Background: an optimization exercise with open tools, aiming at small area. Do not read the settings as production practice. Function was checked by simulation only, so behaviour that the tests miss may differ from the original.

==> flow/design.v <==
package keccak_pkg;
    localparam int LANE_W     = 64;
    localparam int STATE_W    = 1600;
    localparam int RATE       = 1088;
    localparam int RATE_WORDS = RATE / LANE_W;
    function automatic integer lane_slot(input integer i);
        lane_slot = 24 - 5 * (i % 5) - (i / 5);
    endfunction
    typedef enum logic [1:0] {
        SQ_IDLE      = 2'd0,
        SQ_STREAM    = 2'd1,
        SQ_WAIT_PERM = 2'd2
    } sq_state_e;
endpackage
import keccak_pkg::*;
module keccak_lane_unmap
(
    input  logic [STATE_W-1:0] state_in,
    output logic [RATE-1:0]    rate_out
);
    for (genvar i = 0; i < RATE_WORDS; i++) begin : g_word
        localparam int SLOT = 24 - 5 * (i % 5) - (i / 5);
        assign rate_out[i*LANE_W +: LANE_W] = state_in[SLOT*LANE_W +: LANE_W];
    end
    logic unused_capacity;
    assign unused_capacity = ^state_in;
endmodule
import keccak_pkg::*;
module keccak_squeeze
#(
    parameter int OUT_WORDS = 40
) (
    input  logic                clk,
    input  logic                rst_n,
    input  logic                start,
    input  logic [STATE_W-1:0]  state_in,
    output logic                perm_req,
    input  logic                perm_done,
    output logic [LANE_W-1:0]   dout,
    output logic                dout_valid,
    input  logic                dout_ready,
    output logic                dout_last,
    output logic                busy,
    output logic                done
);
    localparam int LAST_BLK = (OUT_WORDS - 1) / RATE_WORDS;
    localparam int LAST_WRD = (OUT_WORDS - 1) % RATE_WORDS;
    localparam int BLK_W    = (LAST_BLK < 2) ? 1 : (LAST_BLK < 4) ? 2 : (LAST_BLK < 8) ? 3 : 4;
    logic [RATE-1:0]       rate_vec;
    logic [RATE-1:0]       buf_q;
    logic [RATE_WORDS-1:0] sel_q;
    logic [BLK_W-1:0]      blk_q;
    logic                  busy_q, wait_q, perm_req_q, done_q;
    logic                  cap_start, cap_perm, load, handshake, last_blk, is_last;
    for (genvar i = 0; i < RATE_WORDS; i++) begin : g_word
        localparam int SLOT = 24 - 5 * (i % 5) - (i / 5);
        assign rate_vec[i*LANE_W +: LANE_W] = state_in[SLOT*LANE_W +: LANE_W];
    end
    assign cap_start  = ~busy_q & start;
    assign cap_perm   = wait_q & perm_done;
    assign dout_valid = busy_q & ~wait_q;
    assign handshake  = dout_valid & dout_ready;
    assign last_blk   = (blk_q == BLK_W'(LAST_BLK));
    assign is_last    = sel_q[LAST_WRD] & last_blk;
    assign dout_last  = is_last;
    assign busy       = busy_q;
    assign perm_req   = perm_req_q;
    assign done       = done_q;
    localparam int GROUPS = (RATE_WORDS + 2) / 3;
    logic [GROUPS*LANE_W-1:0] grp_n;
    for (genvar g = 0; g < GROUPS; g++) begin : g_grp
        localparam int N = (RATE_WORDS - 3 * g < 3) ? RATE_WORDS - 3 * g : 3;
        keccak_sel_aoi #(.N(N)) u_aoi (
            .words (buf_q[3*g*LANE_W +: N*LANE_W]),
            .sel   (sel_q[3*g +: N]),
            .y_n   (grp_n[g*LANE_W +: LANE_W])
        );
    end
    keccak_sel_nand #(.N(GROUPS)) u_nand (
        .a_n (grp_n),
        .y   (dout)
    );
    assign load = ~busy_q | cap_perm;
    always_ff @(posedge clk) begin
        if (load) buf_q <= rate_vec;
    end
    always_ff @(posedge clk) begin
        if (cap_start)     blk_q <= '0;
        else if (cap_perm) blk_q <= blk_q + 1'b1;
    end
    always_ff @(posedge clk or negedge rst_n) begin
        if (!rst_n) begin
            sel_q      <= '0;
            busy_q     <= 1'b0;
            wait_q     <= 1'b0;
            perm_req_q <= 1'b0;
            done_q     <= 1'b0;
        end else begin
            perm_req_q <= handshake & sel_q[RATE_WORDS-1] & ~is_last;
            done_q     <= handshake & is_last;
            if (cap_start | cap_perm) begin
                sel_q <= RATE_WORDS'(1);
            end else if (handshake) begin
                sel_q <= is_last ? '0 : {sel_q[RATE_WORDS-2:0], 1'b0};
            end
            if (cap_start)
                busy_q <= 1'b1;
            else if (handshake & is_last)
                busy_q <= 1'b0;
            if (cap_perm)
                wait_q <= 1'b0;
            else if (handshake & sel_q[RATE_WORDS-1] & ~is_last)
                wait_q <= 1'b1;
        end
    end
endmodule
module keccak_sel_aoi
#(
    parameter int N = 3
) (
    input  logic [N*LANE_W-1:0] words,
    input  logic [N-1:0]        sel,
    output logic [LANE_W-1:0]   y_n
);
    always_comb begin
        y_n = '1;
        for (int k = 0; k < N; k++)
            y_n = y_n & ~(words[k*LANE_W +: LANE_W] & {LANE_W{sel[k]}});
    end
endmodule
module keccak_sel_nand
#(
    parameter int N = 6
) (
    input  logic [N*LANE_W-1:0] a_n,
    output logic [LANE_W-1:0]   y
);
    always_comb begin
        y = '1;
        for (int k = 0; k < N; k++)
            y = y & a_n[k*LANE_W +: LANE_W];
        y = ~y;
    end
endmodule
==> flow/config.mk <==
export PLATFORM = sky130hd
export DESIGN_NAME = keccak_squeeze
export DESIGN_NICKNAME = keccak_squeeze
export VERILOG_FILES = /design/flow/design.v
export SDC_FILE = /design/flow/constraint.sdc
export NUM_CORES = 4
export LEC_CHECK = 0
export CAP_MARGIN = 20
export CORE_AREA = 4 4 1096 76
export DIE_AREA = 0 0 1100 80
export SLEW_MARGIN = 20
export SYNTH_HIERARCHICAL = 1
==> flow/constraint.sdc <==
create_clock -name core_clock -period 6.0 [get_ports {clk}]
set_input_delay 1.2000 -clock core_clock [delete_from_list [all_inputs] [get_ports {clk}]]
set_output_delay 1.2000 -clock core_clock [all_outputs]
set_load 0.01 [all_outputs]
standard.sh (not shown) runs the stock make flow with config.mk's settings and CLKGATE_MAP_FILE= SYNTH_SCRIPT=/design/flow/synth_recipe.tcl, a recipe that flattens the netlist after the stock synthesis.
==> flow/flow/run.sh <==
#!/bin/bash
set -euo pipefail
bash standard.sh \
  "BUFFER_PORTS_ARGS=-buffer_cell sky130_fd_sc_hd__buf_1" \
  "CTS_ARGS=-sink_clustering_enable -repair_clock_nets -dont_use_dummy_load -buf_list {sky130_fd_sc_hd__clkbuf_4 sky130_fd_sc_hd__clkbuf_8}" \
  finish > standard_flow.log 2>&1
Change:
--- a/flow/design.v
+++ b/flow/design.v
@@ -66,19 +66,26 @@
     assign busy       = busy_q;
     assign perm_req   = perm_req_q;
     assign done       = done_q;
-    localparam int GROUPS = (RATE_WORDS + 2) / 3;
+    localparam int GROUPS = RATE_WORDS / 3;
+    localparam int REST   = RATE_WORDS - 3 * GROUPS;
     logic [GROUPS*LANE_W-1:0] grp_n;
     for (genvar g = 0; g < GROUPS; g++) begin : g_grp
-        localparam int N = (RATE_WORDS - 3 * g < 3) ? RATE_WORDS - 3 * g : 3;
-        keccak_sel_aoi #(.N(N)) u_aoi (
-            .words (buf_q[3*g*LANE_W +: N*LANE_W]),
-            .sel   (sel_q[3*g +: N]),
+        keccak_sel_aoi #(.N(3)) u_aoi (
+            .words (buf_q[3*g*LANE_W +: 3*LANE_W]),
+            .sel   (sel_q[3*g +: 3]),
             .y_n   (grp_n[g*LANE_W +: LANE_W])
         );
     end
+    logic [LANE_W-1:0] grp_or;
     keccak_sel_nand #(.N(GROUPS)) u_nand (
         .a_n (grp_n),
-        .y   (dout)
+        .y   (grp_or)
+    );
+    keccak_sel_tail #(.M(REST)) u_tail (
+        .a     (grp_or),
+        .words (buf_q[3*GROUPS*LANE_W +: REST*LANE_W]),
+        .sel   (sel_q[3*GROUPS +: REST]),
+        .y     (dout)
     );
     assign load = ~busy_q | cap_perm;
     always_ff @(posedge clk) begin
@@ -128,6 +135,21 @@
             y_n = y_n & ~(words[k*LANE_W +: LANE_W] & {LANE_W{sel[k]}});
     end
 endmodule
+module keccak_sel_tail
+#(
+    parameter int M = 2
+) (
+    input  logic [LANE_W-1:0]   a,
+    input  logic [M*LANE_W-1:0] words,
+    input  logic [M-1:0]        sel,
+    output logic [LANE_W-1:0]   y
+);
+    always_comb begin
+        y = a;
+        for (int k = 0; k < M; k++)
+            y = y | (words[k*LANE_W +: LANE_W] & {LANE_W{sel[k]}});
+    end
+endmodule
 module keccak_sel_nand
 #(
     parameter int N = 6
After rerunning: Setup slack loses 0.070 ns; design area fell by 0.68%; worst hold slack gains 0.037 ns; sequential cell count is unchanged; clock-buffer cell count rose by 1; synthesized cell count stays the same; non-clock buffer count rose by 3.

[afterwards: timing with drivers on the ports]
In the flow no input, the clock included, has a driving cell. The finished layouts below were timed again as built, in two steps. Step 1 (the two cells are an assumption about what drives the block):
set clk [get_ports {clk}]
set_driving_cell -lib_cell sky130_fd_sc_hd__clkbuf_16 $clk
set_driving_cell -lib_cell sky130_fd_sc_hd__buf_2 [delete_from_list [all_inputs] $clk]
Step 2 moves the port delays by t, midway between the first and last clock arrival at a register: inputs arrive t later, outputs are due t later. That takes back most of the time a late clock gives input paths. Slacks: ideal / step 1 / step 2; pairs: ideal / step 1.
run | t, ns | slack for setup (ns) | pins driven straight from the clock port
the first run | 0.965 | 1.320 / 1.237 / 2.202 | 1
the second run | 0.975 | 1.250 / 1.168 / 2.143 | 1
After both steps every run listed still meets setup and hold.
